This is an optimization exercise on Yosys and OpenROAD, whose aim is small area, a short achievable clock period and few clock cycles per item, not a production implementation.
RTL that was checked went through simulation tests only; none was proved equivalent to the original.
For runs 2 and 3, only the layout was checked, not whether the RTL still works.
Power figures rest on the tool's default switching activity, not on a simulated workload.

`flow/design.v`:
```
package bvlq_pkg;
	localparam int unsigned MAX_BITS   = 1024;
	localparam int unsigned BLOCK_BITS = 64;
	localparam int unsigned NUM_BLOCKS = MAX_BITS / BLOCK_BITS;
	localparam int unsigned NUM_ROWS   = NUM_BLOCKS - 1;    
	localparam int unsigned POS_W      = 11;
	localparam int unsigned OFF_W      = $clog2(BLOCK_BITS);
	localparam int unsigned BLK_W      = $clog2(NUM_BLOCKS);
	localparam int unsigned FUNC_W     = 2;
	localparam int unsigned STAT_W     = 2;
	localparam logic [FUNC_W-1:0] FUNC_APPEND = 2'd0;
	localparam logic [FUNC_W-1:0] FUNC_SET    = 2'd1;
	localparam logic [FUNC_W-1:0] FUNC_QUERY  = 2'd2;
	localparam logic [STAT_W-1:0] ST_OK    = 2'd0;
	localparam logic [STAT_W-1:0] ST_BOUND = 2'd1;
	localparam logic [STAT_W-1:0] ST_RANGE = 2'd2;
	typedef logic [BLOCK_BITS-1:0] word_t;
	typedef logic [NUM_ROWS-1:0]   rows_t;
	typedef logic [POS_W-1:0]      pos_t;
	typedef logic [BLK_W-1:0]      blk_t;
	typedef logic [OFF_W-1:0]      off_t;
endpackage
module bvlq_store (
	input  logic              clk,
	input  logic              we,
	input  bvlq_pkg::blk_t    waddr,
	input  bvlq_pkg::word_t   wdata,
	input  bvlq_pkg::rows_t   rsel,
	output bvlq_pkg::word_t   rdata,
	output bvlq_pkg::rows_t   nz
);
	bvlq_pkg::word_t rows_q [bvlq_pkg::NUM_ROWS];
	bvlq_pkg::rows_t nz_q;
	logic            wnz;
	assign wnz = |wdata;
	for (genvar k = 0; k < bvlq_pkg::NUM_ROWS; k++) begin : g_row
		always_ff @(posedge clk) begin
			if (we && (waddr == bvlq_pkg::blk_t'(k))) begin
				rows_q[k] <= wdata;
				nz_q[k]   <= wnz;
			end
		end
	end
	always_comb begin
		rdata = '0;
		for (int k = 0; k < bvlq_pkg::NUM_ROWS; k++) begin
			rdata = rdata | (rows_q[k] & {bvlq_pkg::BLOCK_BITS{rsel[k]}});
		end
	end
	assign nz = nz_q;
endmodule
module bvlq_top #(
	parameter int unsigned W  = 64,
	parameter int unsigned IW = $clog2(W)
) (
	input  logic [W-1:0]  w,
	output logic          hit,
	output logic [IW-1:0] idx
);
	logic          h [IW+1][W];
	logic [IW-1:0] x [IW+1][W];
	always_comb begin
		for (int i = 0; i < W; i++) begin
			h[0][i] = w[i];
			x[0][i] = '0;
		end
		for (int l = 0; l < IW; l++) begin
			for (int i = 0; i < W; i++) begin
				h[l+1][i] = 1'b0;
				x[l+1][i] = '0;
			end
			for (int i = 0; i < (W >> (l + 1)); i++) begin
				h[l+1][i] = h[l][2*i] | h[l][2*i+1];
				x[l+1][i] = h[l][2*i+1] ? x[l][2*i+1] : x[l][2*i];
				x[l+1][i][l] = h[l][2*i+1];
			end
		end
		hit = h[IW][0];
		idx = x[IW][0];
	end
endmodule
module bit_vector_last_one_query_core (
	input  logic                           clk,
	input  logic                           arst_n,
	input  logic                           in_valid,
	output logic                           in_stall,
	input  logic [bvlq_pkg::FUNC_W-1:0]    func,
	input  logic                           bit_value,
	input  logic [bvlq_pkg::POS_W-1:0]     query_pos,
	output logic                           out_valid,
	input  logic                           out_stall,
	output logic [bvlq_pkg::POS_W-1:0]     last_one_pos,
	output logic                           found,
	output logic [bvlq_pkg::STAT_W-1:0]    status
);
	localparam int unsigned NR = bvlq_pkg::NUM_ROWS;
	localparam int unsigned BB = bvlq_pkg::BLOCK_BITS;
	localparam int unsigned OW = bvlq_pkg::OFF_W;
	localparam int unsigned BW = bvlq_pkg::BLK_W;
	logic hold_q;    
	logic miss;      
	logic run_ab;
	logic                        a_valid_q;
	logic [bvlq_pkg::FUNC_W-1:0] a_func_q;
	logic                        a_bit_q;
	bvlq_pkg::pos_t              a_pos_q;
	assign run_ab   = !hold_q && !miss;
	assign in_stall = !run_ab;
	always_ff @(posedge clk or negedge arst_n) begin
		if (!arst_n) begin
			a_valid_q <= 1'b0;
		end else if (run_ab) begin
			a_valid_q <= in_valid;
		end
	end
	always_ff @(posedge clk) begin
		if (run_ab) begin
			a_func_q <= func;
			a_bit_q  <= bit_value;
			a_pos_q  <= query_pos;
		end
	end
	bvlq_pkg::pos_t  len_q;      
	logic            empty_q;    
	bvlq_pkg::blk_t  tblk_q;     
	bvlq_pkg::word_t tail_q;     
	logic a_go;
	logic is_app, is_set, is_qry;
	logic full, at_bnd;
	logic app_ok, set_ok, commit;
	bvlq_pkg::off_t  app_off, set_off;
	logic [bvlq_pkg::STAT_W-1:0] a_stat;
	logic            a_rng;
	logic            a_qv;
	bvlq_pkg::pos_t  a_pm1;
	bvlq_pkg::blk_t  a_blk;
	logic            a_tail;
	assign a_go   = a_valid_q && run_ab;
	assign is_app = (a_func_q == bvlq_pkg::FUNC_APPEND);
	assign is_set = (a_func_q == bvlq_pkg::FUNC_SET);
	assign is_qry = (a_func_q == bvlq_pkg::FUNC_QUERY);
	assign full   = len_q[bvlq_pkg::POS_W-1];
	assign at_bnd = (len_q[OW-1:0] == '0) && !empty_q;
	assign app_ok = a_go && is_app && !full;
	assign set_ok = a_go && is_set && !empty_q;
	assign commit = app_ok && at_bnd;
	assign app_off = len_q[OW-1:0];
	assign set_off = len_q[OW-1:0] - bvlq_pkg::off_t'(1);
	assign a_rng  = (a_pos_q > len_q);
	assign a_pm1  = a_pos_q - bvlq_pkg::pos_t'(1);
	assign a_blk  = a_pm1[bvlq_pkg::POS_W-2:OW];
	assign a_tail = (a_blk == tblk_q);
	assign a_qv   = is_qry && (a_pos_q != '0) && !a_rng;
	always_comb begin
		a_stat = bvlq_pkg::ST_OK;
		if (is_app && full) a_stat = bvlq_pkg::ST_BOUND;
		if (is_set && empty_q) a_stat = bvlq_pkg::ST_BOUND;
		if (is_qry && a_rng) a_stat = bvlq_pkg::ST_RANGE;
	end
	always_ff @(posedge clk or negedge arst_n) begin
		if (!arst_n) begin
			len_q   <= '0;
			empty_q <= 1'b1;
			tblk_q  <= '0;
		end else if (app_ok) begin
			len_q   <= len_q + bvlq_pkg::pos_t'(1);
			empty_q <= 1'b0;
			tblk_q  <= len_q[bvlq_pkg::POS_W-2:OW];
		end
	end
	for (genvar i = 0; i < BB; i++) begin : g_tail
		always_ff @(posedge clk) begin
			if ((app_ok && (app_off == bvlq_pkg::off_t'(i)))
			    || (set_ok && (set_off == bvlq_pkg::off_t'(i)))) begin
				tail_q[i] <= a_bit_q;
			end
		end
	end
	bvlq_pkg::rows_t psel, nz;
	bvlq_pkg::word_t pdata;
	bvlq_store u_store (
		.clk   (clk),
		.we    (commit),
		.waddr (tblk_q),
		.wdata (tail_q),
		.rsel  (psel),
		.rdata (pdata),
		.nz    (nz)
	);
	logic                        b_valid_q;
	logic [bvlq_pkg::STAT_W-1:0] b_stat_q;
	logic                        b_qv_q;
	logic                        b_tail_q;
	bvlq_pkg::blk_t              b_blk_q;
	bvlq_pkg::off_t              b_off_q;
	bvlq_pkg::rows_t             b_sel_q;
	always_ff @(posedge clk or negedge arst_n) begin
		if (!arst_n) begin
			b_valid_q <= 1'b0;
		end else if (run_ab) begin
			b_valid_q <= a_valid_q;
		end
	end
	always_ff @(posedge clk) begin
		if (run_ab) begin
			b_stat_q <= a_stat;
			b_qv_q   <= a_qv;
			b_tail_q <= a_tail;
			b_blk_q  <= a_blk;
			b_off_q  <= a_pm1[OW-1:0];
			for (int k = 0; k < NR; k++) begin
				b_sel_q[k] <= a_qv && !a_tail && (a_blk == bvlq_pkg::blk_t'(k));
			end
		end
	end
	bvlq_pkg::rows_t c_h_q;
	bvlq_pkg::word_t b_word, b_mask;
	logic            b_hit;
	bvlq_pkg::off_t  b_idx;
	assign psel   = miss ? c_h_q : b_sel_q;
	assign b_word = pdata | (tail_q & {BB{b_tail_q && !miss}});
	always_comb begin
		for (int i = 0; i < BB; i++) begin
			b_mask[i] = miss || (bvlq_pkg::off_t'(i) <= b_off_q);
		end
	end
	bvlq_top #(.W(BB)) u_top_b (
		.w   (b_word & b_mask),
		.hit (b_hit),
		.idx (b_idx)
	);
	logic [bvlq_pkg::NUM_BLOCKS-1:0] b_nzm;
	logic                            b_hit2;
	bvlq_pkg::blk_t                  b_j;
	bvlq_pkg::rows_t                 b_h;
	always_comb begin
		b_nzm = '0;
		for (int k = 0; k < NR; k++) begin
			b_nzm[k] = nz[k] && (bvlq_pkg::blk_t'(k) < b_blk_q);
		end
	end
	bvlq_top #(.W(bvlq_pkg::NUM_BLOCKS)) u_top_j (
		.w   (b_nzm),
		.hit (b_hit2),
		.idx (b_j)
	);
	always_comb begin
		for (int k = 0; k < NR; k++) begin
			b_h[k] = b_hit2 && (b_j == bvlq_pkg::blk_t'(k));
		end
	end
	logic                        c_valid_q;
	logic [bvlq_pkg::STAT_W-1:0] c_stat_q;
	logic                        c_qv_q;
	logic                        c_hit1_q;
	bvlq_pkg::off_t              c_idx_q;
	bvlq_pkg::blk_t              c_blk_q;
	logic                        c_hit2_q;
	bvlq_pkg::blk_t              c_j_q;
	assign miss = c_valid_q && c_qv_q && !c_hit1_q && c_hit2_q && !hold_q;
	always_ff @(posedge clk or negedge arst_n) begin
		if (!arst_n) begin
			c_valid_q <= 1'b0;
		end else if (run_ab) begin
			c_valid_q <= b_valid_q;
		end
	end
	always_ff @(posedge clk) begin
		if (!hold_q) begin
			c_hit1_q <= b_hit;
			c_idx_q  <= b_idx;
			if (miss) begin
				c_blk_q <= c_j_q;
			end else begin
				c_stat_q <= b_stat_q;
				c_qv_q   <= b_qv_q;
				c_blk_q  <= b_blk_q;
				c_hit2_q <= b_hit2;
				c_j_q    <= b_j;
				c_h_q    <= b_h;
			end
		end
	end
	logic           c_found;
	bvlq_pkg::pos_t c_pos;
	assign c_found = c_qv_q && c_hit1_q;
	assign c_pos   = c_found
		? (bvlq_pkg::pos_t'({c_blk_q, c_idx_q}) + bvlq_pkg::pos_t'(1)) : '0;
	logic                        o_valid_q;
	bvlq_pkg::pos_t              o_pos_q;
	logic                        o_found_q;
	logic [bvlq_pkg::STAT_W-1:0] o_stat_q;
	bvlq_pkg::pos_t              k_pos_q;
	logic                        k_found_q;
	logic [bvlq_pkg::STAT_W-1:0] k_stat_q;
	logic take, produce, o_load;
	assign take    = o_valid_q && !out_stall;
	assign produce = c_valid_q && run_ab;
	assign o_load  = !o_valid_q || !out_stall;
	always_ff @(posedge clk or negedge arst_n) begin
		if (!arst_n) begin
			o_valid_q <= 1'b0;
			hold_q    <= 1'b0;
		end else begin
			if (o_load) begin
				o_valid_q <= hold_q || produce;
			end
			if (hold_q) begin
				hold_q <= !take;
			end else begin
				hold_q <= produce && !o_load;
			end
		end
	end
	always_ff @(posedge clk) begin
		if (o_load) begin
			if (hold_q) begin
				o_pos_q   <= k_pos_q;
				o_found_q <= k_found_q;
				o_stat_q  <= k_stat_q;
			end else begin
				o_pos_q   <= c_pos;
				o_found_q <= c_found;
				o_stat_q  <= c_stat_q;
			end
		end
		if (!hold_q) begin
			k_pos_q   <= c_pos;
			k_found_q <= c_found;
			k_stat_q  <= c_stat_q;
		end
	end
	assign out_valid    = o_valid_q;
	assign last_one_pos = o_pos_q;
	assign found        = o_found_q;
	assign status       = o_stat_q;
endmodule
```
`flow/config.mk`:
```
export PLATFORM = sky130hd
export DESIGN_NAME = bit_vector_last_one_query_core
export DESIGN_NICKNAME = bit_vector_last_one_query_core
export VERILOG_FILES = /design/flow/design.v
export SDC_FILE = /design/flow/constraint.sdc
export NUM_CORES = 4
export LEC_CHECK = 0
export CAP_MARGIN = 20
export CORE_MARGIN = 2
export CORE_UTILIZATION = 35
export SLEW_MARGIN = 20
export SYNTH_MEMORY_MAX_BITS = 8192
```
`flow/run.sh`:
```
#!/bin/bash
# synth_recipe.tcl (not shown) runs the flow's synth.tcl, then flattens the netlist and writes it again
# the make line also repeats each setting of config.mk as NAME=value (left out here)
make -C /OpenROAD-flow-scripts/flow DESIGN_CONFIG=/design/flow/config.mk WORK_HOME=/design/flow/orfs CLKGATE_MAP_FILE= SYNTH_SCRIPT=/design/flow/synth_recipe.tcl finish
```
`flow/constraint.sdc`:
```
create_clock -name core_clock -period 10.0 [get_ports {clk}]
set_input_delay 2.0000 -clock core_clock [delete_from_list [all_inputs] [get_ports {clk}]]
set_output_delay 2.0000 -clock core_clock [all_outputs]
set_load 0.01 [all_outputs]
```
==> summary.txt, run 1 <==
Place
  • Port Buffers: 33
  • Setup WS pre-CTS: 4.597 ns
  • Routability cong.: 0.9671
  • DP Wirelength: 100500 um
  • Placed cell areas: 51270 um2

Power and ir drop
  • Part of the power in combinational logic: 28.4%
  • Sequential share of power: 41.6%
  • Max rail drop VDD: 0.0001550 V
  • Sw power: 4.975 mW
  • Internal Power: 9.205 mW
  • Clock network power share: 30.0%
  • Lkg Pwr: 17.18 nW
  • Sw Share: 35.08%
  • Power Density: 258.1 nW/um2

STA
  • Final Critical Period: 5.593 ns
  • Max-slew headroom: 27.20%
  • Skew final: 0.02623 ns
  • Worst-margin pin slew: 1.092 ns
  • Highest clock rate: 178.8 MHz
  • Hold Fails Final Rpt: 0
  • Setup TNS: 0 ns
  • Final setup vio count: 0
  • Worst setup margin: 4.407 ns
  • Final period utilization: 55.93%
  • Max-slew violation count: 0
  • Unrepaired setup endpoints after global routing: false

Global route
  • Total global-route track usage: 24.03%
  • Total gr overflow: 0
  • Initial antenna violation count: 10
  • Largest net degree at the start of global routing: 70
  • First-pass GRT wire length: 240300 um
  • Vias in the first global route: 31580

Logic synthesis
  • Cell Area, Synth: 48090 um2
  • Yosys Warn Count: 9
  • Synthesized flop and latch total: 1165
  • Seq/Total Area, Yosys: 72.24%
  • Number of flops mapped to enable cells by yosys: 1130
  • Cell variety after synth: 88
  • Prevailing post-synth register cell: edfxtp_1
  • Async SR Flop Fraction: 1.803%
  • Post-Synthesis Cells: 3174
  • Mapped Avg Cell Area: 15.15 um2
  • Post-Syn Nets: 3212

Clocking
  • Root Driver: clkbuf_16
  • Max Root-Sink Buffers: 3
  • Cts hold-fix bufs: 0
  • Clk latency of the worst-skew pair: 0.72 ns
  • Num Clock Sinks: 1165
  • Post-cts sizing count: 0
  • Num CTS Buffers: 115
  • CTS tree: done
  • Post-CTS setup buffer count: 0
  • Reg clk slew, reported paths: 0.07 ns
  • H-Tree Level Count: 3

Drt
  • First-pass detailed-route iteration total: 6
  • DRT iter0 DRCs: 5368
  • Vias/cell: 6.313
  • DRT Wirelength: 172800 um
  • Residual DRC count: 0
  • Detailed-route via count: 32680
  • Post-DRT Antenna Nets: 0
  • Average wire per standard cell: 33.38 um

Floorplan
  • I/O pin total: 34
  • Initial core utilization: 35.11%
  • Die footprint: 140400 um2
  • Vert. Die Dim: 374.7 um
  • Row cnt: 136
  • Die width: 374.7 um
  • Core area: 137000 um2

Outcome
  • Run status: timing/DRC/antenna clean

Critical path
  • R2R setup slack: 4.41 ns
  • Crit path from: c_hit1_q
  • Crit path max fanout: 24
  • Crit Path Category: register to register
  • CP endpoint: c_idx_q[1]
  • Worst setup SP type: register
  • Most used cell, CP: buf_4
  • Max incr delay on CP: 0.59 ns
  • Crit path cell chain: nand4b_4 -> o21ai_4 -> buf_4 -> nand2_2 -> buf_4 -> a2111oi_0 -> nand3_1 -> o31ai_1 -> nand4b_1 -> and4bb_4 -> o211ai_1 -> a32o_1
  • WP data arrival: 6.06 ns
  • CP Capture Type: register
  • Reg-to-reg endpoint: c_idx_q[1]
  • Worst R2R Start: c_hit1_q
  • Reg2reg path depth: 12
  • Crit-path slowest cell: nand4b_4
  • Required time worst endpoint: 10.47 ns

Min path
  • Hold Path Class: register to register

Finish
  • Filler cell count: 12350
  • Fraction of layout cells with a size suffix above 1: 12.21%
  • Fin util: 40.11%
  • Final nets: 3326
  • Area delta synth->final: 14.24%
  • Final Cell Area: 54940 um2

Job
  • Max-cap violation count: 0
-- cell usage after synthesis (8+ instances only) --
cell       instances  area (um2)
nand2_1          159       596.8
or3_1              9       56.30
o31ai_1            9       67.56
buf_6             10       112.6
a222oi_1          31       310.3
ha_1              20       250.2
a221oi_1          32       280.3
nor2_1            70       262.8
nand3_2            8       80.08
clkbuf_1         131       491.7
o211ai_1           9       67.56
xnor2_1           21       183.9
inv_1             30       112.6
a22o_1            22       192.7
and2_1            10       62.56
and3_1            47       294.0
mux2_2             9       101.4
nand2b_1          25       156.4
nor4_1            34       212.7
nand3b_1          12       90.09
a21boi_0         383        2875
nor3_1            16       80.08
nor2b_1            8       50.05
a21boi_1          20       150.1
a21o_1             9       67.56
a2111oi_0        141        1235
dfxtp_1           14       280.3
edfxtp_1        1130       33930
a31oi_1           30       187.7
a22oi_1          224        1682
buf_1              9       33.78
o21ai_0           47       235.2
buf_2             51       255.2
nand3_1           84       420.4
xor2_1            10       87.58
nand4_1           60       375.4
o22ai_1           67       419.2
a21oi_1           42       210.2
dfrtp_1           20       500.5
-- kinds of logic (layout without fill, tap and decap cells) --
logic type | count (synthesis) | count (layout) | synth area share (%)
other | 0 | 1 | 0
buffers and inverters | 238 | 446 | 2.172
muxes | 10 | 10 | 0.2316
DFF | 1165 | 1165 | 72.24
and+or+nand+nor | 576 | 576 | 6.351
xor gates and xnor gates | 31 | 31 | 0.5646
adders and majority gates | 20 | 20 | 0.5203
AOI/OAI and AO/OA | 1134 | 1134 | 17.93
-- worst min path at each step --
stage	startpoint	to	slack, ns	cells after the start
after global routing	b_stat_q[1]	c_stat_q[1]	0.44	0
after global placement	b_stat_q[0]	c_stat_q[0]	0.41	0
final	b_stat_q[0]	c_stat_q[0]	0.43	0
after floorplan	b_qv_q	c_qv_q	0.40	0
after CTS	b_stat_q[0]	c_stat_q[0]	0.43	0
after detailed placement	b_stat_q[0]	c_stat_q[0]	0.41	0
-- routing by layer --
| layer | vias up | track usage, % | wire length (um) |
|---|---|---|---|
| met5 | - | 0 | 21 |
| met4 | 4 | 12.74 | 9917 |
| met3 | 477 | 4.801 | 20730 |
| met2 | 2465 | 36.95 | 76910 |
| met1 | 16460 | 32.14 | 65220 |
| li1 | 13280 | - | - |
-- sequential cells by signal, summed over array words and instances (netlist names), 11 cells and up --
signal          cells
u_store.rows_q    960
o_pos_q            11
k_pos_q            11
c_h_q              15
b_sel_q            15
a_pos_q            11
tail_q             64
len_q              11
u_store.nz_q       15
-- layout by cell type (no fill, tap or decap), drive strengths merged, types with 22 or more instances in the layout --
| master | n |
|---|---|
| inv | 35 |
| o21ai | 62 |
| a22o | 22 |
| clkdlybuf4s50 | 33 |
| a21oi | 42 |
| a2111oi | 145 |
| a31oi | 30 |
| a21boi | 403 |
| and3 | 47 |
| clkinv | 48 |
| o22ai | 67 |
| nand2b | 25 |
| edfxtp | 1130 |
| nand2 | 164 |
| nor2 | 71 |
| a221oi | 32 |
| nand3 | 92 |
| buf | 169 |
| a222oi | 31 |
| clkbuf | 146 |
| nand4 | 60 |
| nor4 | 37 |
| a22oi | 224 |
-- final cells by class --
class | instances | area (um2) | share of cell area [%]
antenna | 1 | 2.502 | 0.004555
multi-input combinational | 1771 | 12560 | 22.86
clock inverter | 65 | 519.2 | 0.9451
inverter | 33 | 123.9 | 0.2255
timing repair buffer | 202 | 1612 | 2.933
tap | 1794 | 2245 | 4.086
sequential | 1165 | 34740 | 63.23
clock buffer | 146 | 3142 | 5.718
-- power by group through the flow --
stage          combinational, mW  clock, mW  sequential [mW]
3_5_place_dp                3.87          0             5.99
5_1_grt                     4.17       4.47             5.91
4_1_cts                     3.88       4.28             5.88
2_1_floorplan               2.25          0             5.87
3_3_place_gp                3.85          0             5.98
6_report                    4.02       4.26             5.90
-- critical path, delay by kind of cell, from the launching register on --
| family | cells | cell delay [ns] |
|---|---|---|
| buffers and inverters | 2 | 0.95 |
| flip-flops | 1 | 0.46 |
| AO/OA/AOI/OAI | 5 | 1.72 |
| AND/OR/NAND/NOR | 5 | 2.14 |
-- per-stage QoR --
| stage | power [mW] | hold slack, ns | instances |
|---|---|---|---|
| global placement | 9.836 | 0.4129 | 4965 |
| floorplan | 8.111 | 0.4003 | 3174 |
| global route | 14.56 | 0.4388 | 5177 |
| CTS | 14.04 | 0.4290 | 5176 |
| detailed placement | 9.853 | 0.4147 | 4965 |
| finish | 14.18 | 0.4269 | 5177 |
Testbench counts, summed over its fixed seeds: cycles 13,025, items 12,800.
==> inputs of run 2 (changes only) <==
--- a/flow/design.v
+++ b/flow/design.v
@@ -97,15 +97,18 @@
 	localparam int unsigned BB = bvlq_pkg::BLOCK_BITS;
 	localparam int unsigned OW = bvlq_pkg::OFF_W;
 	localparam int unsigned BW = bvlq_pkg::BLK_W;
+	localparam int unsigned NG = BB / 8;
+	localparam int unsigned GW = $clog2(NG);
 	logic hold_q;    
-	logic miss;      
+	logic miss_q;    
+	logic stall_q;   
 	logic run_ab;
 	logic                        a_valid_q;
 	logic [bvlq_pkg::FUNC_W-1:0] a_func_q;
 	logic                        a_bit_q;
 	bvlq_pkg::pos_t              a_pos_q;
-	assign run_ab   = !hold_q && !miss;
-	assign in_stall = !run_ab;
+	assign run_ab   = !stall_q;
+	assign in_stall = stall_q;
 	always_ff @(posedge clk or negedge arst_n) begin
 		if (!arst_n) begin
 			a_valid_q <= 1'b0;
@@ -216,19 +219,23 @@
 	bvlq_pkg::rows_t c_h_q;
 	bvlq_pkg::word_t b_word, b_mask;
 	logic            b_hit;
-	bvlq_pkg::off_t  b_idx;
-	assign psel   = miss ? c_h_q : b_sel_q;
-	assign b_word = pdata | (tail_q & {BB{b_tail_q && !miss}});
+	assign psel   = miss_q ? c_h_q : b_sel_q;
+	assign b_word = pdata | (tail_q & {BB{b_tail_q && !miss_q}});
 	always_comb begin
 		for (int i = 0; i < BB; i++) begin
-			b_mask[i] = miss || (bvlq_pkg::off_t'(i) <= b_off_q);
+			b_mask[i] = miss_q || (bvlq_pkg::off_t'(i) <= b_off_q);
 		end
 	end
-	bvlq_top #(.W(BB)) u_top_b (
-		.w   (b_word & b_mask),
-		.hit (b_hit),
-		.idx (b_idx)
-	);
+	logic [NG-1:0] b_ghit;
+	logic [NG-1:0][2:0] b_gidx;
+	for (genvar g = 0; g < NG; g++) begin : g_grp
+		bvlq_top #(.W(8)) u_top_g (
+			.w   (b_word[8*g +: 8] & b_mask[8*g +: 8]),
+			.hit (b_ghit[g]),
+			.idx (b_gidx[g])
+		);
+	end
+	assign b_hit = |b_ghit;
 	logic [bvlq_pkg::NUM_BLOCKS-1:0] b_nzm;
 	logic                            b_hit2;
 	bvlq_pkg::blk_t                  b_j;
@@ -252,40 +259,56 @@
 	logic                        c_valid_q;
 	logic [bvlq_pkg::STAT_W-1:0] c_stat_q;
 	logic                        c_qv_q;
-	logic                        c_hit1_q;
-	bvlq_pkg::off_t              c_idx_q;
+	logic [NG-1:0]               c_ghit_q;
+	logic [NG-1:0][2:0]          c_gidx_q;
 	bvlq_pkg::blk_t              c_blk_q;
-	logic                        c_hit2_q;
 	bvlq_pkg::blk_t              c_j_q;
-	assign miss = c_valid_q && c_qv_q && !c_hit1_q && c_hit2_q && !hold_q;
+	logic miss_d, hold_d;
 	always_ff @(posedge clk or negedge arst_n) begin
 		if (!arst_n) begin
 			c_valid_q <= 1'b0;
-		end else if (run_ab) begin
-			c_valid_q <= b_valid_q;
+			miss_q    <= 1'b0;
+			stall_q   <= 1'b0;
+		end else begin
+			if (run_ab) begin
+				c_valid_q <= b_valid_q;
+			end
+			if (!hold_q) begin
+				miss_q <= miss_d;
+			end
+			stall_q <= hold_d || (hold_q ? miss_q : miss_d);
 		end
 	end
+	assign miss_d = !miss_q && b_valid_q && b_qv_q && !b_hit && b_hit2;
 	always_ff @(posedge clk) begin
 		if (!hold_q) begin
-			c_hit1_q <= b_hit;
-			c_idx_q  <= b_idx;
-			if (miss) begin
+			c_ghit_q <= b_ghit;
+			c_gidx_q <= b_gidx;
+			if (miss_q) begin
 				c_blk_q <= c_j_q;
 			end else begin
 				c_stat_q <= b_stat_q;
 				c_qv_q   <= b_qv_q;
 				c_blk_q  <= b_blk_q;
-				c_hit2_q <= b_hit2;
 				c_j_q    <= b_j;
 				c_h_q    <= b_h;
 			end
 		end
 	end
-	logic           c_found;
-	bvlq_pkg::pos_t c_pos;
-	assign c_found = c_qv_q && c_hit1_q;
+	logic                c_found;
+	logic [GW-1:0]       c_g;
+	logic [2:0]          c_l;
+	bvlq_pkg::pos_t      c_pos;
+	always_comb begin
+		c_g = '0;
+		for (int g = 0; g < NG; g++) begin
+			if (c_ghit_q[g]) c_g = GW'(g);
+		end
+		c_l = c_gidx_q[c_g];
+	end
+	assign c_found = c_qv_q && (|c_ghit_q);
 	assign c_pos   = c_found
-		? (bvlq_pkg::pos_t'({c_blk_q, c_idx_q}) + bvlq_pkg::pos_t'(1)) : '0;
+		? (bvlq_pkg::pos_t'({c_blk_q, c_g, c_l}) + bvlq_pkg::pos_t'(1)) : '0;
 	logic                        o_valid_q;
 	bvlq_pkg::pos_t              o_pos_q;
 	logic                        o_found_q;
@@ -296,6 +319,7 @@
 	logic take, produce, o_load;
 	assign take    = o_valid_q && !out_stall;
 	assign produce = c_valid_q && run_ab;
+	assign hold_d  = hold_q ? !take : (produce && !o_load);
 	assign o_load  = !o_valid_q || !out_stall;
 	always_ff @(posedge clk or negedge arst_n) begin
 		if (!arst_n) begin
@@ -305,11 +329,7 @@
 			if (o_load) begin
 				o_valid_q <= hold_q || produce;
 			end
-			if (hold_q) begin
-				hold_q <= !take;
-			end else begin
-				hold_q <= produce && !o_load;
-			end
+			hold_q <= hold_d;
 		end
 	end
 	always_ff @(posedge clk) begin
==> run 2 against run 1 <==
Against the previous run:
- still clean
- register-to-register slack got worse by 0.06 ns
- clock-buffer cell count rose by 4
- clock power rose by 7.3%
- cell area fell by 2.0%
- largest power group unchanged
==> summary.txt, run 2 <==
Drt
  • Post-DRT Antenna Nets: 0 (unchanged)
  • DRT iter0 DRCs: 5828 (+8.6%)
  • Average wire per standard cell: 32.60 um (-2.3%)
  • First-pass detailed-route iteration total: 8 (+2)
  • Vias/cell: 6.252 (-0.96%)
  • Detailed-route via count: 30950 (-5.3%)
  • Residual DRC count: 0 (unchanged)
  • DRT Wirelength: 161400 um (-6.6%)

Logic synthesis
  • Post-Syn Nets: 3009 (-6.3%)
  • Prevailing post-synth register cell: edfxtp_1
  • Count leader, synth: edfxtp_1
  • Synthesized flop and latch total: 1191 (+2.2%)
  • Yosys Warn Count: 9 (unchanged)
  • Top post-synthesis cells by count: edfxtp_1 (1154), a22oi_1 (363), nand2_1 (171)
  • Cell Area, Synth: 47010 um2 (-2.2%)
  • Async SR Flop Fraction: 1.931% (+0.13 points)
  • Number of flops mapped to enable cells by yosys: 1154 (+2.1%)
  • Top post-synthesis cells by area: edfxtp_1 (74%), a22oi_1 (5.8%), a22o_1 (1.9%)
  • Cell variety after synth: 77 (-13%)
  • Area leader, netlist: edfxtp_1
  • Post-Synthesis Cells: 2972 (-6.4%)
  • Mapped Avg Cell Area: 15.82 um2 (+4.4%)
  • Seq/Total Area, Yosys: 75.53% (+3.3 points)
  • Yosys top cell area share: 73.71% (+3.2 points)

Clocking
  • Clk latency of the worst-skew pair: 0.72 ns (about the same)
  • Reg clk slew, reported paths: 0.06 ns (about the same)
  • CTS tree: done
  • Post-CTS setup buffer count: 0 (unchanged)
  • Max Root-Sink Buffers: 3 (unchanged)
  • Post-cts sizing count: 0 (unchanged)
  • Num CTS Buffers: 119 (+3.5%)
  • Cts hold-fix bufs: 0 (unchanged)
  • Root Driver: clkbuf_16
  • Num Clock Sinks: 1191 (+2.2%)
  • H-Tree Level Count: 3 (unchanged)

STA
  • Setup TNS: 0 ns (unchanged)
  • Final setup vio count: 0 (unchanged)
  • Max-slew headroom: 16.88% (-10 points)
  • Unrepaired setup endpoints after global routing: false
  • Highest clock rate: 176.9 MHz (-1.1%)
  • Skew final: 0.02656 ns (+0.0003315 ns)
  • Final period utilization: 56.54% (+0.61 points)
  • Worst-margin pin slew: 1.234 ns (+0.1418 ns)
  • Hold Fails Final Rpt: 0 (unchanged)
  • Final Critical Period: 5.654 ns (+0.06060 ns)
  • Max-slew violation count: 0 (unchanged)

Finish
  • Commonest non-fill, non-tap cells in the layout: edfxtp_1 (1154), a22oi_1 (363), nand2_1 (171)
  • Biggest regs: u_store.rows_q (960), tail_q (64), c_gidx_q (24)
  • Commonest non-fill, non-tap cell in the layout: edfxtp_1
  • Most flops, register: u_store.rows_q
  • Final Cell Area: 53860 um2 (-2.0%)
  • Fraction of layout cells with a size suffix above 1: 12.10% (-0.11 points)
  • Final nets: 3117 (-6.3%)
  • Largest register FFs: 960 (unchanged)
  • Area delta synth->final: 14.57%

Power and ir drop
  • Sw Share: 34.42% (-0.66 points)
  • Sw power: 5.062 mW (+1.8%)
  • Power Density: 273.0 nW/um2 (+5.8%)
  • Clock network power share: 31.1% (+1.1 points)
  • Sequential share of power: 41.1% (-0.5 points)
  • Lkg Pwr: 16.96 nW (-1.3%)
  • Internal Power: 9.645 mW (+4.8%)
  • Max rail drop VDD: 0.0001847 V (+19%)
  • Part of the power in combinational logic: 27.9% (-0.5 points)

Global route
  • First-pass GRT wire length: 224000 um (-6.8%)
  • Vias in the first global route: 29560 (-6.4%)
  • Total gr overflow: 0 (unchanged)
  • Total global-route track usage: 22.93% (-1.1 points)
  • Initial antenna violation count: 6 (-4)
  • Largest net degree at the start of global routing: 65 (-7.1%)

Place
  • Routability cong.: 0.9054 (-6.4%)
  • DP Wirelength: 94470 um (-6.0%)
  • Port Buffers: 33 (unchanged)
  • Placed cell areas: 49870 um2 (-2.7%)

Job
  • Max-cap violation count: 0 (unchanged)

Critical path
  • Crit path max fanout: 63 (+160%)
  • Reg2reg path depth: 11 (-1)
  • Crit path from: miss_q
  • Worst setup SP type: register
  • CP Capture Type: register
  • WP data arrival: 6.29 ns (+0.23 ns)
  • Crit Path Category: register to register
  • Worst R2R Start: miss_q
  • Required time worst endpoint: 10.64 ns (+0.17 ns)

Floorplan
  • I/O pin total: 34 (unchanged)
  • Row cnt: 134 (-1.5%)
  • Initial core utilization: 35.23% (+0.12 points)
  • Die width: 370.5 um (-1.1%)
  • Core area: 133500 um2 (-2.6%)
  • Die footprint: 137300 um2 (-2.2%)
  • Vert. Die Dim: 370.5 um (-1.1%)

Outcome
  • Run status: timing/DRC/antenna clean

Min path
  • Hold Path Class: register to register
  • Hold Path Depth: 0 (unchanged)
  • Worst min-delay path startpoint: b_stat_q[0]
[run 2: cell types whose count changed after synthesis, moves of 24 or more]
cell       change
edfxtp_1      +24
a22oi_1      +139
a22o_1        +80
a21boi_0     -374
clkbuf_1      -33
a2111oi_0    -140
and3_1        -29
o21ai_0       +58
[run 2: through the flow]
step	power (mW)	utilization, %	hold WS, ns	instances	setup slack [ns]
floorplan	8.283	-	0.4003	2972	2.317
global placement	10.04	37.36	0.4064	4727	4.564
detailed placement	10.08	37.37	0.4045	4727	4.497
CTS	14.57	40.35	0.4158	4949	4.489
global route	15.06	40.35	0.4242	4949	4.359
finish	14.71	40.36	0.4131	4951	4.346
[run 2: path summary, 6_finish.rpt]
kind	to	slack [ns]
hold / removal	c_stat_q[0]	0.41
hold reg to reg	c_stat_q[0]	0.41
max in group asynchronous	miss_q	7.94
setup reg to reg	stall_q	4.35
setup / recovery	stall_q	4.35
min in group asynchronous	len_q[4]	1.68
[run 2: power groups by stage]
stage / combinational [mW] / sequential, mW / clock (mW)
after floorplan: 2.25 / 6.04 / 0
after global placement: 3.92 / 6.12 / 0
after detailed placement: 3.95 / 6.13 / 0
after CTS: 3.96 / 6.03 / 4.58
after global routing: 4.24 / 6.06 / 4.76
final: 4.10 / 6.04 / 4.57
[run 2: critical path, stage by stage, from the launching register on]
cell and delay [ns]:
dfrtp_4 1.03, buf_4 0.67, mux2_2 0.63, buf_4 0.45
a22oi_1 0.26, nand2_1 0.08, nor3_1 0.72, o21ai_0 0.30
or3_1 0.39, or4b_1 0.53, o31ai_2 0.32, or2_1 0.15
[run 2: cell families after synthesis]
logic type	share of synthesized area [%]
multiplexers	0.8756
flip-flops	75.53
AO/OA/AOI/OAI	14.62
buffers and inverters	2.076
AND/OR/NAND/NOR	5.866
XOR/XNOR	0.5216
adder cells (fa/ha/maj)	0.5057
[run 2: cell type report]
type / instances / area, um2
Sequential cell: 1191 / 35510
Fill cell: 12230 / 79600
Timing Repair Buffer: 163 / 1306
Clock inverter: 72 / 729.5
Antenna cell: 2 / 5.005
Tap cell: 1768 / 2212
Inverter: 45 / 168.9
Clock buffer: 150 / 3249
Multi-Input combinational cell: 1560 / 10680
[run 2: metal layers]
metal	track usage, %	routed length (um)
met5	0	23
met4	10.21	8014
met3	6.557	21630
met2	34.73	71120
met1	30.60	60610
==> inputs of run 3 (changes only) <==
--- a/flow/design.v
+++ b/flow/design.v
@@ -221,9 +221,11 @@
 	logic            b_hit;
 	assign psel   = miss_q ? c_h_q : b_sel_q;
 	assign b_word = pdata | (tail_q & {BB{b_tail_q && !miss_q}});
+	bvlq_pkg::off_t b_moff;
+	assign b_moff = b_off_q | {OW{miss_q}};
 	always_comb begin
 		for (int i = 0; i < BB; i++) begin
-			b_mask[i] = miss_q || (bvlq_pkg::off_t'(i) <= b_off_q);
+			b_mask[i] = (bvlq_pkg::off_t'(i) <= b_moff);
 		end
 	end
 	logic [NG-1:0] b_ghit;
@@ -284,15 +286,13 @@
 		if (!hold_q) begin
 			c_ghit_q <= b_ghit;
 			c_gidx_q <= b_gidx;
-			if (miss_q) begin
-				c_blk_q <= c_j_q;
-			end else begin
-				c_stat_q <= b_stat_q;
-				c_qv_q   <= b_qv_q;
-				c_blk_q  <= b_blk_q;
-				c_j_q    <= b_j;
-				c_h_q    <= b_h;
-			end
+			c_blk_q  <= miss_q ? c_j_q : b_blk_q;
+		end
+		if (run_ab) begin
+			c_stat_q <= b_stat_q;
+			c_qv_q   <= b_qv_q;
+			c_j_q    <= b_j;
+			c_h_q    <= b_h;
 		end
 	end
 	logic                c_found;
--- a/flow/config.mk
+++ b/flow/config.mk
@@ -8,5 +8,6 @@
 export CAP_MARGIN = 20
 export CORE_MARGIN = 2
 export CORE_UTILIZATION = 35
+export SETUP_SLACK_MARGIN = 5
 export SLEW_MARGIN = 20
 export SYNTH_MEMORY_MAX_BITS = 8192
==> run 3 against run 2 <==
Against the previous run:
- total power fell by 1.5%
- first-iteration DRC count rose by 5.4%
- clock power fell by 5.3%
- still clean on timing, DRC and antenna
- cell area fell by 0.66%
- wire length rose by 1.5%
- core utilization fell by 0.22 points
- combinational power fell by 1%
- non-clock buffer count fell by 13
- largest cell class unchanged
- sequential power rose by 1%
- sequential share of layout area rose by 0.44 points
- critical path type unchanged
==> summary.txt, run 3 <==
STA
  • Unrepaired setup endpoints after global routing: false
  • Skew final: 0.03946 ns (+0.01290 ns)
  • Setup TNS: 0 ns (unchanged)
  • Max-slew violation count: 0 (unchanged)
  • WHS: 0.4621 ns (+0.04898 ns)
  • Hold Fails Final Rpt: 0 (unchanged)
  • Highest clock rate: 203.4 MHz (+15%)
  • Final Critical Period: 4.918 ns (-0.7364 ns)
  • Max-slew headroom: 19.78% (+2.9 points)
  • Final period utilization: 49.18% (-7.4 points)
  • Final setup vio count: 0 (unchanged)
  • Worst-margin pin slew: 1.203 ns (-0.03053 ns)

Power and ir drop
  • Part of the power in combinational logic: 27.9% (about the same)
  • Sw Share: 35.59% (+1.2 points)
  • Lkg Pwr: 16.65 nW (-1.8%)
  • Clock network power share: 29.9% (-1.2 points)
  • Sw power: 5.157 mW (+1.9%)
  • Internal Power: 9.332 mW (-3.2%)
  • Sequential share of power: 42.2% (+1.1 points)
  • Max rail drop VDD: 0.0001757 V (-4.9%)
  • Power Density: 270.8 nW/um2 (-0.82%)

Logic synthesis
  • Seq/Total Area, Yosys: 75.69% (+0.15 points)
  • Async SR Flop Fraction: 1.931% (unchanged)
  • Synthesized flop and latch total: 1191 (unchanged)
  • Number of flops mapped to enable cells by yosys: 1154 (unchanged)
  • Top post-synthesis cells by area: edfxtp_1 (74%), a22oi_1 (6.0%), a222oi_1 (1.9%)
  • Post-Syn Nets: 2996 (-0.43%)
  • Cell variety after synth: 73 (-5.2%)
  • Top post-synthesis cells by count: edfxtp_1 (1154), a22oi_1 (377), nand2_1 (138)
  • Yosys Warn Count: 9 (unchanged)
  • Area leader, netlist: edfxtp_1
  • Post-Synthesis Cells: 2959 (-0.44%)
  • Count leader, synth: edfxtp_1
  • Cell Area, Synth: 46920 um2 (-0.20%)
  • Prevailing post-synth register cell: edfxtp_1
  • Mapped Avg Cell Area: 15.86 um2 (+0.24%)
  • Yosys top cell area share: 73.86% (+0.15 points)

Place
  • Placed cell areas: 49710 um2 (-0.31%)
  • DP Wirelength: 93770 um (-0.74%)
  • Port Buffers: 33 (unchanged)
  • Routability cong.: 0.9167 (+1.2%)

Finish
  • Largest register FFs: 960 (unchanged)
  • Final Cell Area: 53500 um2 (-0.66%)
  • Area delta synth->final: 14.04%
  • Biggest regs: u_store.rows_q (960), tail_q (64), c_gidx_q (24)
  • Commonest non-fill, non-tap cells in the layout: edfxtp_1 (1154), a22oi_1 (377), nand2_1 (138)
  • Most flops, register: u_store.rows_q
  • Fraction of layout cells with a size suffix above 1: 11.40% (-0.70 points)
  • Commonest non-fill, non-tap cell in the layout: edfxtp_1
  • Final nets: 3085 (-1.0%)

Critical path
  • CP Capture Type: register
  • Worst R2R Start: miss_q
  • R2R setup slack: 5.08 ns (+0.74 ns)
  • Worst setup SP type: register
  • Crit path max fanout: 41 (-35%)
  • Required time worst endpoint: 10.68 ns (+0.04 ns)
  • Most used cell, CP: nand4_1
  • CP top delay family: simple AND/OR/NAND/NOR gates
  • Reg2reg path depth: 10 (-1)
  • Crit path buffers/inverters: 2 (unchanged)
  • WP data arrival: 5.60 ns (-0.69 ns)
  • Reg-to-reg endpoint: stall_q
  • Crit Path Category: register to register
  • Max incr delay on CP: 0.79 ns (-0.24 ns)
  • Crit path cell chain: buf_8 -> mux2_4 -> buf_4 -> a22oi_1 -> nand4_1 -> o21ai_0 -> nand4_1 -> or4b_2 -> nor4_2 -> a211o_1
  • Crit-path slowest cell: or4b_2

Global route
  • Total global-route track usage: 23.39% (+0.46 points)
  • Total gr overflow: 0 (unchanged)
  • Vias in the first global route: 29450 (-0.37%)
  • Largest net degree at the start of global routing: 65 (unchanged)
  • First-pass GRT wire length: 226700 um (+1.2%)
  • Initial antenna violation count: 5 (-1)

Drt
  • DRT iter0 DRCs: 6140 (+5.4%)
  • Post-DRT Antenna Nets: 0 (unchanged)
  • First-pass detailed-route iteration total: 8 (unchanged)
  • Average wire per standard cell: 33.31 um (+2.2%)
  • Detailed-route via count: 31150 (+0.63%)
  • Vias/cell: 6.334 (+1.3%)
  • DRT Wirelength: 163800 um (+1.5%)
  • Residual DRC count: 0 (unchanged)

Clocking
  • H-Tree Level Count: 3 (unchanged)
  • Root Driver: clkbuf_16
  • CTS tree: done
  • Cts hold-fix bufs: 0 (unchanged)
  • Clk latency of the worst-skew pair: 0.76 ns (+0.04 ns)
  • Num CTS Buffers: 118 (-0.84%)
  • Num Clock Sinks: 1191 (unchanged)
  • Max Root-Sink Buffers: 3 (unchanged)
  • Reg clk slew, reported paths: 0.06 ns (about the same)

Floorplan
  • Core area: 133300 um2 (-0.13%)
  • Die footprint: 137000 um2 (-0.20%)
  • Vert. Die Dim: 370.1 um (about the same)
  • I/O pin total: 34 (unchanged)
  • Row cnt: 134 (unchanged)
  • Initial core utilization: 35.20% (about the same)
  • Die width: 370.1 um (about the same)

Min path
  • Worst min-delay path startpoint: k_pos_q[10]
  • Hold Path Depth: 2 (+2)
  • Hold Path Class: register to register
  • WHS Endpoint: k_pos_q[10]

Job
  • Max-cap violation count: 0 (unchanged)

Outcome
  • Run status: timing/DRC/antenna clean
==> run 3: cell count changes in the layout (fill, tap and decap cells not counted), sizes merged, moves of 12 or more <==
cell,before,now
nand2,171,138
a222oi,33,88
nand3,71,103
o211ai,5,18
a22o,102,47
nand4,74,59
buf,130,116
nor4,40,23
a22oi,365,377
nor2,77,105
a32oi,20,8
==> run 3: layer usage <==
| metal | track usage [%] | vias to the layer above | share of wire (%) |
|---|---|---|---|
| met5 | 0 | - | 0.0043 |
| met4 | 9.678 | 2 | 4.6 |
| met3 | 6.726 | 395 | 14 |
| met2 | 34.51 | 2419 | 43 |
| met1 | 32.30 | 15850 | 38 |
| li1 | - | 12490 | - |
==> run 3: what timing repair did <==
item                                    CTS  global route
hold endpoints to repair                  0             0
setup buffers                             0             1
pin swaps                                 0             0
endpoints found under the setup margin    2             2
resized for setup                         4             6
==> run 3: logic make-up (layout without fill, tap and decap cells) <==
kind of cell | Yosys count | count (layout) | synth area share (%)
DFF | 1191 | 1191 | 75.69
and+or+nand+nor | 542 | 542 | 5.718
muxes | 36 | 36 | 0.9574
xor gates and xnor gates | 29 | 29 | 0.5414
other | 0 | 1 | 0
buffers and inverters | 225 | 415 | 1.995
AOI/OAI and AO/OA | 917 | 917 | 14.60
adders and majority gates | 19 | 19 | 0.5067
==> run 3: cell type report <==
cell class	count	area, um2
flip-flops and latches	1191	35510
multi-input cells	1543	10660
inverters	44	168.9
well taps	1768	2212
clock buffers	150	3114
repair buffers	150	1232
diodes	1	2.502
fillers	12000	79790
clock inverters	71	599.3
==> run 3: stage by stage <==
stage          instances  setup WS [ns]  util [%]  power (mW)
6_report            4918          5.082     40.14       14.49
5_1_grt             4917          5.018     40.14       14.85
4_1_cts             4915          5.026     40.10       14.31
3_5_place_dp        4694          4.838     37.30       10.05
3_3_place_gp        4694          4.900     37.30       10.03
2_1_floorplan       2959          5.120         -       8.236
==> run 3: power by group through the flow <==
stage	logic, mW	clock network, mW	registers [mW]
after floorplan	2.20	0	6.04
after global placement	3.83	0	6.20
after detailed placement	3.85	0	6.20
after CTS	3.86	4.35	6.10
after global routing	4.16	4.55	6.14
final	4.04	4.33	6.12
==> run 3: tightest hold or removal path, cell delays in order (launching register included) <==
cell and delay (ns):
dfxtp_1 0.31, nand2_1 0.05, nand2_1 0.07
==> run 3: worst max path at each step <==
stage / cells past startpoint / end / start
3_3_place_gp: 11 / stall_q / miss_q
3_5_place_dp: 12 / stall_q / miss_q
2_1_floorplan: 8 / u_store.nz_q[12] / stall_q
4_1_cts: 11 / stall_q / miss_q
6_report: 10 / stall_q / miss_q
5_1_grt: 12 / stall_q / miss_q
==> inputs of run 4 (changes only) <==
--- a/flow/design.v
+++ b/flow/design.v
@@ -125,6 +125,7 @@
 	end
 	bvlq_pkg::pos_t  len_q;      
 	logic            empty_q;    
+	logic            bnd_q;      
 	bvlq_pkg::blk_t  tblk_q;     
 	bvlq_pkg::word_t tail_q;     
 	logic a_go;
@@ -143,7 +144,7 @@
 	assign is_set = (a_func_q == bvlq_pkg::FUNC_SET);
 	assign is_qry = (a_func_q == bvlq_pkg::FUNC_QUERY);
 	assign full   = len_q[bvlq_pkg::POS_W-1];
-	assign at_bnd = (len_q[OW-1:0] == '0) && !empty_q;
+	assign at_bnd = bnd_q;
 	assign app_ok = a_go && is_app && !full;
 	assign set_ok = a_go && is_set && !empty_q;
 	assign commit = app_ok && at_bnd;
@@ -164,10 +165,12 @@
 		if (!arst_n) begin
 			len_q   <= '0;
 			empty_q <= 1'b1;
+			bnd_q   <= 1'b0;
 			tblk_q  <= '0;
 		end else if (app_ok) begin
 			len_q   <= len_q + bvlq_pkg::pos_t'(1);
 			empty_q <= 1'b0;
+			bnd_q   <= (len_q[OW-1:0] == '1);
 			tblk_q  <= len_q[bvlq_pkg::POS_W-2:OW];
 		end
 	end
==> run 4 against run 3 <==
Against the previous run:
- maximum frequency grew 2.0%
- flip-flop and latch count is 1 higher
- total power is essentially flat
- synthesized cell count rose by 0.64%
- hold slack lost 0.044 ns
- final cell count rose by 0.37%
- non-clock buffer count is 1 higher
- register-to-register slack improved by 0.095 ns
- clock skew down 0.0052 ns
- largest power group unchanged
==> summary.txt, run 4 <==
STA
  • Max-slew headroom: 21.73% (+2.0 points)
  • Final period utilization: 48.22% (-0.95 points)
  • Worst-margin pin slew: 1.174 ns (-0.02927 ns)
  • Hold Fails Final Rpt: 0 (unchanged)
  • Setup TNS: 0 ns (unchanged)
  • Unrepaired setup endpoints after global routing: false
  • Skew final: 0.03425 ns (-0.005209 ns)
  • Final Critical Period: 4.822 ns (-0.09526 ns)
  • Max-slew violation count: 0 (unchanged)
  • Final setup vio count: 0 (unchanged)
  • Highest clock rate: 207.4 MHz (+2.0%)

Critical path
  • Crit Path Category: register to register
  • Required time worst endpoint: 10.67 ns (about the same)
  • Crit-path slowest cell: dfrtp_4
  • Crit path cell chain: buf_6 -> mux2_2 -> buf_4 -> a22oi_1 -> o211ai_1 -> nor4_1 -> nor3_1 -> or3b_4 -> or4b_4 -> and4bb_1 -> a211o_1
  • WP data arrival: 5.49 ns (-0.11 ns)
  • Worst setup SP type: register
  • Crit path max fanout: 38 (-7.3%)
  • Max incr delay on CP: 0.80 ns (about the same)
  • CP Capture Type: register

Logic synthesis
  • Prevailing post-synth register cell: edfxtp_1
  • Cell variety after synth: 76 (+4.1%)
  • Cell Area, Synth: 47090 um2 (+0.37%)
  • Post-Syn Nets: 3015 (+0.63%)
  • Async SR Flop Fraction: 2.013% (+0.082 points)
  • Area leader, netlist: edfxtp_1
  • Yosys Warn Count: 9 (unchanged)
  • Synthesized flop and latch total: 1192 (+0.084%)
  • Mapped Avg Cell Area: 15.81 um2 (-0.27%)
  • Count leader, synth: edfxtp_1
  • Post-Synthesis Cells: 2978 (+0.64%)
  • Top post-synthesis cells by count: edfxtp_1 (1154), a22oi_1 (414), nand2_1 (155)
  • Top post-synthesis cells by area: edfxtp_1 (74%), a22oi_1 (6.6%), a22o_1 (1.5%)
  • Seq/Total Area, Yosys: 75.46% (-0.23 points)
  • Number of flops mapped to enable cells by yosys: 1154 (unchanged)
  • Yosys top cell area share: 73.59% (-0.27 points)

Min path
  • Hold Path Class: register to register

Clocking
  • Num CTS Buffers: 117 (-0.85%)
  • Post-cts sizing count: 0 (-4)
  • Root Driver: clkbuf_16
  • Reg clk slew, reported paths: 0.06 ns (about the same)
  • Post-CTS setup buffer count: 0 (unchanged)
  • CTS tree: done
  • Max Root-Sink Buffers: 3 (unchanged)
  • Clk latency of the worst-skew pair: 0.75 ns (about the same)
  • H-Tree Level Count: 3 (unchanged)
  • Cts hold-fix bufs: 0 (unchanged)
  • Num Clock Sinks: 1192 (+0.084%)

Drt
  • DRT Wirelength: 164100 um (+0.17%)
  • First-pass detailed-route iteration total: 8 (unchanged)
  • Average wire per standard cell: 33.25 um (-0.20%)
  • Residual DRC count: 0 (unchanged)
  • DRT iter0 DRCs: 5936 (-3.3%)
  • Vias/cell: 6.352 (+0.28%)
  • Detailed-route via count: 31350 (+0.65%)
  • Post-DRT Antenna Nets: 0 (unchanged)

Outcome
  • Run status: timing/DRC/antenna clean

Place
  • Routability cong.: 0.9119 (-0.52%)
  • Port Buffers: 33 (unchanged)
  • Placed Cells: 4711 (+0.36%)
  • Placed cell areas: 49890 um2 (+0.36%)
  • DP Wirelength: 95190 um (+1.5%)

Power and ir drop
  • Power Density: 270.0 nW/um2 (-0.32%)
  • Overall Power: 14.50 mW (about the same)
  • Lkg Pwr: 16.79 nW (+0.83%)
  • Max rail drop VDD: 0.0001541 V (-12%)

Finish
  • Non-filler cells, final: 4936 (+0.37%)
  • Commonest non-fill, non-tap cells in the layout: edfxtp_1 (1154), a22oi_1 (414), nand2_1 (155)
  • Fraction of layout cells with a size suffix above 1: 11.72% (+0.32 points)
  • Commonest non-fill, non-tap cell in the layout: edfxtp_1
  • Most flops, register: u_store.rows_q
  • Biggest regs: u_store.rows_q (960), tail_q (64), c_gidx_q (24)
  • Final Cell Area: 53710 um2 (+0.39%)
  • Final nets: 3100 (+0.49%)
  • Area delta synth->final: 14.05% (about the same)
  • Largest register FFs: 960 (unchanged)

Floorplan
  • I/O pin total: 34 (unchanged)
  • Vert. Die Dim: 370.8 um (+0.18%)
  • Core area: 133500 um2 (+0.13%)
  • Die footprint: 137500 um2 (+0.37%)
  • Row cnt: 134 (unchanged)
  • Initial core utilization: 35.29% (+0.087 points)
  • Die width: 370.8 um (+0.18%)

Global route
  • Total gr overflow: 0 (unchanged)
  • Vias in the first global route: 29390 (-0.21%)
  • Largest net degree at the start of global routing: 66 (+1.5%)
  • First-pass GRT wire length: 226900 um (about the same)
  • Total global-route track usage: 23.34% (-0.047 points)
  • Initial antenna violation count: 12 (+7)

Job
  • Max-cap violation count: 0 (unchanged)
==> run 4: layer usage <==
layer	track usage (%)	wire, um
met5	0	13
met3	5.086	20800
met2	35.23	72310
met4	9.623	7440
met1	32.63	63550
==> run 4: final cells by class <==
class                      instances  area, um2
sequential                      1192      35540
multi-input combinational       1556      10750
clock buffer                     142       3104
clock inverter                    80      696.9
fill                           12080      79750
antenna                            2      5.005
tap                             1768       2212
inverter                          45      172.7
timing repair buffer             151       1230
==> run 4: through the flow <==
stage | utilization (%) | hold slack [ns] | setup WS (ns)
floorplan | - | 0.4003 | 5.212
global placement | 37.36 | 0.4030 | 5.143
detailed placement | 37.38 | 0.4052 | 5.087
CTS | 40.23 | 0.4201 | 5.061
global route | 40.24 | 0.4222 | 5.073
finish | 40.25 | 0.4184 | 5.178
==> run 4: cell families after synthesis <==
family                   Yosys count  share of synthesized area [%]
AO/OA/AOI/OAI                    958                          15.08
flip-flops                      1192                          75.46
buffers and inverters            230                          2.006
adder cells (fa/ha/maj)           19                         0.5048
AND/OR/NAND/NOR                  517                          5.532
XOR/XNOR                          32                         0.5951
multiplexers                      30                         0.8263
==> run 4: critical path, delay by kind of cell, from the launching register on <==
family	cells	cell delay, ns
mux	1	0.66
compound gates	3	0.48
flops	1	0.80
buf+inv	2	0.84
simple gates	5	1.91
==> run 4: power breakdown <==
group | internal, mW | switching [mW]
registers | 5.78 | 0.241
logic | 1.16 | 2.93
clock network | 2.45 | 1.94
total | 9.39 | 5.11
==> run 4: final timing paths <==
| check | from | endpoint | slack (ns) | depth (start not counted) |
|---|---|---|---|---|
| worst max-delay path | miss_q | stall_q | 5.18 | 11 |
| worst min-delay path | b_stat_q[1] | c_stat_q[1] | 0.42 | 0 |
| worst max register to register | miss_q | stall_q | 5.18 | 11 |
| worst min register to register | b_stat_q[1] | c_stat_q[1] | 0.42 | 0 |
| max in group asynchronous | arst_n | miss_q | 7.92 | 2 |
| min in group asynchronous | arst_n | len_q[0] | 1.68 | 2 |
Testbench counts of run 4, summed over its fixed seeds: cycles 13,025, items 12,800.
==> inputs of run 5 (changes only) <==
==> flow/flow/run.sh (new file) <==
#!/bin/bash
set -euo pipefail
MARGIN=$(cat flow/margin.txt)
bash standard.sh SETUP_SLACK_MARGIN="$MARGIN" finish > make_finish.log 2>&1
==> flow/flow/margin.txt (new file) <==
6.5
==> flow/standard.sh (new file) <==
#!/bin/bash
# synth_recipe.tcl (not shown) runs the flow's synth.tcl, then flattens the netlist and writes it again
# the make line also repeats each setting of config.mk as NAME=value (left out here)
make -C /OpenROAD-flow-scripts/flow DESIGN_CONFIG=/design/flow/config.mk WORK_HOME=/design/flow/orfs CLKGATE_MAP_FILE= SYNTH_SCRIPT=/design/flow/synth_recipe.tcl "${@:-finish}"
removed: flow/run.sh
==> run 5 against run 4 <==
Against the previous run:
- hold slack better by 0.044 ns
- sequential share of layout area is 2.6 points lower
- clock skew hardly changed
- critical path depth is 3 lower
- register-to-register slack better by 0.96 ns
- still clean
- core utilization is 1.7 points higher
- largest cell class unchanged
==> summary.txt, run 5 <==
Power and ir drop
  • Internal Power: 9.831 mW (+4.7%)
  • Sequential share of power: 39.6% (-1.9 points)
  • Max rail drop VDD: 0.0001689 V (+9.6%)
  • Part of the power in combinational logic: 31.6% (+3.4 points)
  • Clock network power share: 28.8% (-1.4 points)
  • Power Density: 274.3 nW/um2 (+1.6%)
  • Sw Share: 35.92% (+0.67 points)
  • Lkg Pwr: 17.73 nW (+5.6%)
  • Sw power: 5.511 mW (+7.8%)

Clocking
  • CTS tree: done
  • Reg clk slew, reported paths: 0.07 ns (about the same)
  • Clk latency of the worst-skew pair: 0.73 ns (-0.02 ns)
  • H-Tree Level Count: 3 (unchanged)
  • Num Clock Sinks: 1192 (unchanged)
  • Num CTS Buffers: 118 (+0.85%)
  • Max Root-Sink Buffers: 3 (unchanged)
  • Root Driver: clkbuf_16
  • Cts hold-fix bufs: 0 (unchanged)

STA
  • Max-slew violation count: 0 (unchanged)
  • Max-slew headroom: 22.02% (+0.29 points)
  • Final setup vio count: 0 (unchanged)
  • Highest clock rate: 258.6 MHz (+25%)
  • Final period utilization: 38.67% (-9.6 points)
  • Worst-margin pin slew: 1.170 ns (-0.004290 ns)
  • Setup TNS: 0 ns (unchanged)
  • Final Critical Period: 3.867 ns (-0.9557 ns)
  • WHS: 0.4621 ns (+0.04374 ns)
  • Hold Fails Final Rpt: 0 (unchanged)
  • Unrepaired setup endpoints after global routing: true
  • Skew final: 0.03472 ns (+0.0004717 ns)

Logic synthesis
  • Synthesized flop and latch total: 1192 (unchanged)
  • Top post-synthesis cells by area: edfxtp_1 (74%), a22oi_1 (6.6%), a22o_1 (1.5%)
  • Cell Area, Synth: 47090 um2 (unchanged)
  • Yosys Warn Count: 9 (unchanged)
  • Yosys top cell area share: 73.59% (unchanged)
  • Count leader, synth: edfxtp_1
  • Top post-synthesis cells by count: edfxtp_1 (1154), a22oi_1 (414), nand2_1 (155)
  • Prevailing post-synth register cell: edfxtp_1
  • Async SR Flop Fraction: 2.013% (unchanged)
  • Area leader, netlist: edfxtp_1
  • Number of flops mapped to enable cells by yosys: 1154 (unchanged)
  • Post-Synthesis Cells: 2978 (unchanged)
  • Post-Syn Nets: 3015 (unchanged)
  • Mapped Avg Cell Area: 15.81 um2 (unchanged)
  • Seq/Total Area, Yosys: 75.46% (unchanged)
  • Cell variety after synth: 76 (unchanged)

Critical path
  • CP top delay family: simple AND/OR/NAND/NOR gates
  • WP data arrival: 4.51 ns (-0.98 ns)
  • Crit path buffers/inverters: 0 (-2)
  • CP Capture Type: register
  • Worst setup SP type: register
  • Max incr delay on CP: 1.06 ns (+0.26 ns)
  • Crit Path Category: register to register
  • Crit path cell chain: nor3_1 -> a21oi_1 -> o32ai_4 -> nand2_2 -> or3_1 -> nor4_2 -> and4bb_4 -> a211o_1
  • Required time worst endpoint: 10.64 ns (-0.03 ns)
  • Crit path max fanout: 15 (-61%)
  • Crit-path slowest cell: nor3_1

Drt
  • Detailed-route via count: 32600 (+4.0%)
  • Vias/cell: 6.484 (+2.1%)
  • DRT iter0 DRCs: 7093 (+19%)
  • First-pass detailed-route iteration total: 8 (unchanged)
  • Post-DRT Antenna Nets: 0 (unchanged)
  • Average wire per standard cell: 35.19 um (+5.8%)
  • DRT Wirelength: 176900 um (+7.8%)
  • Residual DRC count: 0 (unchanged)

Global route
  • GRT met2 Usage: 37.65% (+2.4 points)
  • Total gr overflow: 0 (unchanged)
  • Met1 GRT Util: 33.40% (+0.77 points)
  • GR peak layer: met2
  • First-pass GRT wire length: 241800 um (+6.6%)
  • Initial antenna violation count: 5 (-7)
  • Met3 usage: 7.394% (+2.3 points)
  • Total global-route track usage: 24.99% (+1.7 points)
  • Vias in the first global route: 30750 (+4.6%)
  • Largest net degree at the start of global routing: 67 (+1.5%)

Finish
  • Biggest regs: u_store.rows_q (960), tail_q (64), c_gidx_q (24)
  • Most flops, register: u_store.rows_q
  • Area delta synth->final: 18.79%
  • Non-filler cells, final: 5027 (+1.8%)
  • Fraction of layout cells with a size suffix above 1: 15.51% (+3.8 points)
  • Commonest non-fill, non-tap cell in the layout: edfxtp_1
  • Final nets: 3189 (+2.9%)
  • Commonest non-fill, non-tap cells in the layout: edfxtp_1 (1154), a22oi_1 (407), nand2_1 (150)
  • Largest register FFs: 960 (unchanged)

Floorplan
  • Initial core utilization: 35.29% (unchanged)
  • Die footprint: 137500 um2 (unchanged)
  • Die width: 370.8 um (unchanged)
  • I/O pin total: 34 (unchanged)
  • Core area: 133500 um2 (unchanged)
  • Row cnt: 134 (unchanged)
  • Vert. Die Dim: 370.8 um (unchanged)

Place
  • DP Wirelength: 94330 um (-0.90%)
  • Placed Cells: 4701 (-0.21%)
  • Routability cong.: 0.9071 (-0.53%)
  • Port Buffers: 33 (unchanged)

Job
  • Max-cap violation count: 0 (unchanged)

Min path
  • Hold Path Class: register to register

Outcome
  • Run status: timing/DRC/antenna clean
==> run 5: repair_timing <==
item	CTS	global route
cloned	26	4
pin swaps	35	17
buffers inserted	61	8
gates resized for setup	186	21
endpoints found under the setup margin	987	262
==> run 5: per-layer routing <==
layer	share of wire, %	wire [um]
met5	0.0073	13
met4	5.4	9592
met3	15	25820
met2	44	77270
met1	36	64190
==> run 5: logic make-up after synthesis <==
kind of cell               share of synthesized area, %
AOI/OAI and AO/OA                                 15.08
xor gates and xnor gates                         0.5951
adders and majority gates                        0.5048
buffers and inverters                             2.006
DFF                                               75.46
muxes                                            0.8263
and+or+nand+nor                                   5.532
==> run 5: worst paths after layout <==
path                          endpoint   startpoint  slack (ns)  cells after the start
max in group asynchronous       miss_q       arst_n        7.97                      2
min in group asynchronous     len_q[5]       arst_n        1.67                      2
max                            stall_q   b_off_q[2]        6.13                      8
max reg2reg                    stall_q   b_off_q[2]        6.13                      8
min                        k_pos_q[10]  k_pos_q[10]        0.46                      2
min reg2reg                k_pos_q[10]  k_pos_q[10]        0.46                      2
==> run 5: tightest hold or removal path, stage by stage, from the launching register on <==
cell	delay (ns)
dfxtp_1	0.30
nand2_1	0.05
o41ai_1	0.07
==> run 5: power by group through the flow <==
stage	clock, mW	sequential, mW	combinational, mW
3_5_place_dp	0	6.18	3.84
4_1_cts	4.42	6.06	4.53
5_1_grt	4.62	6.08	4.92
2_1_floorplan	0	6.02	2.22
6_report	4.42	6.07	4.86
3_3_place_gp	0	6.17	3.83
==> run 5: stage by stage <==
step | cell area [um2] | worst slack, ns | utilization (%) | total power [mW]
5_1_grt | 55930 | 6.176 | 41.91 | 15.62
6_report | 55940 | 6.133 | 41.92 | 15.34
3_3_place_gp | 49830 | 4.930 | 37.33 | 9.997
3_5_place_dp | 49830 | 4.881 | 37.34 | 10.01
2_1_floorplan | 47240 | 5.574 | - | 8.236
4_1_cts | 55680 | 6.246 | 41.72 | 15.01
==> run 5: area by class of cell <==
cell class / count / area (um2)
fill: 11860 / 77520
sequential: 1192 / 35540
multi-input combinational: 1568 / 11400
clock buffer: 145 / 3158
timing repair buffer: 227 / 2793
tap: 1768 / 2212
clock inverter: 79 / 649.4
inverter: 45 / 173.9
antenna: 3 / 7.507

[afterwards: timing with drivers on the ports]
In the flow no input, the clock included, has a driving cell. The finished layouts below were timed again as built, in two steps.
Step 1: set_driving_cell puts a clkbuf_16 on clk and a buf_2 on each other input, an assumption about the parent block.
Step 2 times the ports against the registers' clock, not the clock port: input delays grow and output delays shrink by t, the midpoint of the rising clock arrivals with the driver on.
Slacks: no drivers / after step 1 / after step 2; pairs: no drivers / after step 1.
run | shift t [ns] | setup slack, ns | latest minus earliest clock arrival (ns) | slew at the worst register clock pin (ns) | worst slew at a driven data input, ns
run 1 | 0.782 | 4.407 / 4.407 / 4.407 | 0.029 / 0.029 | 0.07 / 0.07 | 0.04
run 2 | 0.769 | 4.346 / 4.346 / 4.346 | 0.028 / 0.028 | 0.07 / 0.07 | 0.04
run 3 | 0.812 | 5.082 / 5.082 / 5.082 | 0.040 / 0.040 | 0.07 / 0.07 | 0.04
run 4 | 0.810 | 5.178 / 5.178 / 5.178 | 0.036 / 0.036 | 0.07 / 0.07 | 0.05
run 5 | 0.797 | 6.133 / 6.133 / 6.133 | 0.035 / 0.036 | 0.07 / 0.07 | 0.07
After both steps every run listed still meets setup and hold.
